This design comes from an exercise in tuning for small area and a short achievable clock period on the open sky130 flow, not from production work. In this exercise RTL edits were held to simulation tests only and were not proved equivalent to the original. No activity file was given, so power comes from the tool's default toggle rates.

## lc3b_alu_pipe
module lc3b_alu_pipe
(
    input  logic                    clk,
    input  logic                    arst_n,
    input  logic                    instr_valid,
    input  logic [16-1:0]   instr,
    input  logic                    flush,
    output logic                    wb_valid,
    output logic [3-1:0]  wb_dest,
    output logic [16-1:0]   wb_data,
    output logic [2:0]              cc
);
clock: 7.0 ns
lec_check: 0
cap_margin: 20
core_margin: 2
core_utilization: 55
place_density: 0.68
setup_slack_margin: 2.8
slew_margin: 20
run.sh (not shown) runs the stock make flow with config.mk's settings and CLKGATE_MAP_FILE= SYNTH_SCRIPT=/design/flow/synth_recipe.tcl, a recipe that flattens the netlist after the stock synthesis.
The starting point finished clean.
Next try:
CAP_MARGIN = 5   (was 20)
SETUP_SLACK_MARGIN = 2.5   (was 2.8)
SLEW_MARGIN = 5   (was 20)
Effect: Utilization falls by 3.6 points; worst setup slack degrades by 0.086 ns; hold slack improves by 0.0097 ns.
Next try:
==> flow/flow/run.sh (new file) <==
#!/bin/bash
# The standard layout, with the ports buffered by a plain buf_1 instead
# of the cell buffer_ports picks on its own (every port still gets a buffer).
set -euo pipefail
bash standard.sh "BUFFER_PORTS_ARGS=-buffer_cell sky130_fd_sc_hd__buf_1" finish > standard.log 2>&1
==> flow/standard.sh (new file) <==
#!/bin/bash
# synth_recipe.tcl (not shown) runs the flow's synth.tcl, then flattens the netlist and writes it again
# the make line also repeats each setting of config.mk as NAME=value (left out here)
make -C /OpenROAD-flow-scripts/flow DESIGN_CONFIG=/design/flow/config.mk WORK_HOME=/design/flow/orfs CLKGATE_MAP_FILE= SYNTH_SCRIPT=/design/flow/synth_recipe.tcl "${@:-finish}"
CAP_MARGIN = 20   (was 5)
CTS_CLUSTER_DIAMETER = 80   (was unset)
CTS_CLUSTER_SIZE = 24   (was unset)
SLEW_MARGIN = 20   (was 5)
removed: flow/run.sh
Global-route usage falls by 0.36 points.
Wire length is about the same.
Power falls by 12%.
Setup slack gets better by 0.024 ns.
Next try:
==> flow/run.sh (new file) <==
#!/bin/bash
# synth_recipe.tcl (not shown) runs the flow's synth.tcl, then flattens the netlist and writes it again
# the make line also repeats each setting of config.mk as NAME=value (left out here)
make -C /OpenROAD-flow-scripts/flow DESIGN_CONFIG=/design/flow/config.mk WORK_HOME=/design/flow/orfs CLKGATE_MAP_FILE= SYNTH_SCRIPT=/design/flow/synth_recipe.tcl finish
CTS_CLUSTER_DIAMETER = unset   (was 80)
CTS_CLUSTER_SIZE = unset   (was 24)
SETUP_SLACK_MARGIN = 2.2   (was 2.5)
removed: flow/flow/run.sh
removed: flow/standard.sh
=> Critical path depth decreases by 2. First-iteration DRC count decreases by 3.3%. Clock skew increases by 0.0033 ns. Worst setup slack gets worse by 0.23 ns. Flip-flop and latch count stays the same. Power increases by 12%. Utilization increases by 0.31 points. Cell area increases by 0.51%. Sequential share of layout area decreases by 0.34 points. Count of clock-buffer cells in the layout increases by 10. Die area is unchanged.


## job 6509
lc3b_alu_pipe again, from the RTL that the note above started with.
export LEC_CHECK = 0
export CAP_MARGIN = 20
export CORE_MARGIN = 2
export CORE_UTILIZATION = 55
export CTS_CLUSTER_DIAMETER = 80
export CTS_CLUSTER_SIZE = 24
export PLACE_DENSITY = 0.68
export SETUP_SLACK_MARGIN = 2.5
export SLEW_MARGIN = 20
create_clock -name core_clock -period 7.0 [get_ports {clk}]
standard.sh (not shown) runs the stock make flow with config.mk's settings and CLKGATE_MAP_FILE= SYNTH_SCRIPT=/design/flow/synth_recipe.tcl, a recipe that flattens the netlist after the stock synthesis.
==> flow/flow/run.sh <==
#!/bin/bash
# The standard layout, with the ports buffered by a plain buf_2 instead
# of the cell buffer_ports picks on its own (every port still gets a buffer).
set -euo pipefail
bash standard.sh "BUFFER_PORTS_ARGS=-buffer_cell sky130_fd_sc_hd__buf_2" finish > standard.log 2>&1
Job 6509 was carried through to the last stage, and its layout satisfied the timing, DRC and antenna checks.
Changes in job 4617 relative to job 6509:
Settings: SETUP_SLACK_MARGIN now 2.65, was 2.5.
==> flow/flow/run.sh <==
#!/bin/bash
# The standard layout, with the ports buffered by a plain buf_2 instead
# of the cell buffer_ports picks on its own (every port still gets a buffer),
# and gate sizing free to pick cells of another footprint.
set -euo pipefail
bash standard.sh "BUFFER_PORTS_ARGS=-buffer_cell sky130_fd_sc_hd__buf_2" MATCH_CELL_FOOTPRINT=0 finish > standard.log 2>&1
Results
Both conditions hold for job 4617: the flow ran to the end and the final layout passed the timing, DRC and antenna checks. The number of non-filler instances in the completed layout number comes out lower for job 6509 vs job 4617. Diff job 4617..job 6509 | flip-flop and latch count | negligible. On job 4617: minimum period implied by the final worst setup slack is 84 ps lower than what job 6509 gave. Per the comparison of job 4617 with job 6509, via count has increased, setup slack of the most critical reg-to-reg path went up by 80 ps, switching power did not really move, final instance area now larger, worst-case reg-to-reg path depth grew by 1. Between job 4617 and job 6509, it is job 4617 whose transition time of the tightest slew-check pin is higher, by 35 ps. Compared job 4617 against job 6509; global-route wire length before repair within noise. Job 6509 has a lower slack of the critical path than job 4617.
[inputs] job 833 vs job 4617
Settings: a change of CORE_UTILIZATION from 55 to 40; a deleted CTS_CLUSTER_SIZE that had been 24; a deleted CTS_CLUSTER_DIAMETER that had been 80; an added TNS_END_PERCENT of 5; a deleted PLACE_DENSITY that had been 0.68; a change of SETUP_SLACK_MARGIN from 2.65 to 2.5.
==> flow/run.sh (new file) <==
#!/bin/bash
# synth_recipe.tcl (not shown) runs the flow's synth.tcl, then flattens the netlist and writes it again
# the make line also repeats each setting of config.mk as NAME=value (left out here)
make -C /OpenROAD-flow-scripts/flow DESIGN_CONFIG=/design/flow/config.mk WORK_HOME=/design/flow/orfs CLKGATE_MAP_FILE= SYNTH_SCRIPT=/design/flow/synth_recipe.tcl finish
removed: flow/flow/run.sh
removed: flow/standard.sh
Findings:
- In summary, job 833 completed successfully, with a layout that passed the timing, DRC and antenna checks.
- From job 4617 to job 833 the numbers moved as follows: global-route usage down 7.9 points, areal power density over the cells picked up an extra 12%, final total power increased by 410 µW relative to the old numbers.
For job 4833, these inputs were changed with respect to job 833:
Settings: TNS_END_PERCENT: 5 -> unset; SETUP_SLACK_MARGIN: 2.5 -> 3.0.
## What came out
- Summary of job 4833 over job 833: mux contribution to synthesized area essentially unchanged, wire length increased 6.6%, non-clock inverter instance count of the final layout increased about 4%.
- Between job 833 and job 4833, the flow reports total clock buffers created by CTS increasing by a few percent.
Edits applied to the flow inputs when going from job 4833 to job 6489:
Settings: CORE_UTILIZATION: 40 -> 55; CTS_CLUSTER_DIAMETER: unset -> 80; SETUP_SLACK_MARGIN: 3.0 -> 2.65; PLACE_DENSITY: unset -> 0.68; CTS_CLUSTER_SIZE: unset -> 24.
### Flow results
- Job 6489 finished every step from synthesis to the final layout, and the layout passed the timing, DRC and antenna checks.
- Routed length on met3, job 6489 and job 4833: lower on job 6489
- Lower height of the die was reported by job 6489, not job 4833.
- Summary — proportion of power drawn by combinational gates, job 6489 relative to job 4833: higher, by 0.2 points.
- The core of job 6489 is more densely filled than that of job 4833.
- Lower width of the chip was reported by job 6489, not job 4833.
- Est. power | job 6489 vs job 4833 | job 6489 lower
- Taking job 4833 as 1.0, job 6489 lands at 0.64 on non-clock buffer count.

re-timing with driven ports:
How much do the figures lean on ideal ports? The routed layouts below were timed once more, with nothing changed but the port constraints. Step 1 (the two cells are an assumption about what drives the block):
set clk [get_ports {clk}]
set_driving_cell -lib_cell sky130_fd_sc_hd__clkbuf_16 $clk
set_driving_cell -lib_cell sky130_fd_sc_hd__buf_2 [delete_from_list [all_inputs] $clk]
Step 2 adds t to the input delays and takes it off the output delays; t is the mean of the earliest and latest rising clock arrival at the registers after step 1. Input paths then give back, and output paths get back, about the clock's delay inside the block. Three values: ideal ports, drivers, drivers and shift; two values: the first two.
| run | shift t [ns] | setup WS [ns] | hold WS [ns] | latest minus earliest clock arrival (ns) | worst data-port slew with drivers (ns) |
|---|---|---|---|---|---|
| the first run of note 1 | 0.550 | 2.641 / 2.641 / 2.314 | 0.490 / 0.490 / 0.490 | 0.022 / 0.022 | 0.04 |
| the second run of note 1 | 0.534 | 2.555 / 2.555 / 2.248 | 0.500 / 0.500 / 0.500 | 0.013 / 0.013 | 0.03 |
| the third run of note 1 | 0.514 | 2.578 / 2.578 / 2.578 | 0.485 / 0.485 / 0.485 | 0.016 / 0.016 | 0.04 |
| the fourth run of note 1 | 0.542 | 2.348 / 2.348 / 2.191 | 0.507 / 0.507 / 0.507 | 0.020 / 0.021 | 0.04 |
| job 6509 | 0.509 | 2.642 / 2.642 / 2.642 | 0.506 / 0.506 / 0.506 | 0.016 / 0.016 | 0.03 |
| job 4617 | 0.514 | 2.726 / 2.726 / 2.726 | 0.494 / 0.494 / 0.494 | 0.018 / 0.018 | 0.03 |
| job 833 | 0.538 | 2.604 / 2.604 / 2.254 | 0.483 / 0.483 / 0.483 | 0.018 / 0.017 | 0.04 |
| job 4833 | 0.550 | 2.829 / 2.829 / 2.582 | 0.478 / 0.478 / 0.478 | 0.021 / 0.021 | 0.03 |
| job 6489 | 0.508 | 2.729 / 2.729 / 2.286 | 0.506 / 0.506 / 0.506 | 0.023 / 0.023 | 0.04 |
After both steps every run listed still meets setup and hold. For job 6489, which loses most, drivers alone change the setup slack by 0.000 ns; drivers and shift together by -0.443 ns.
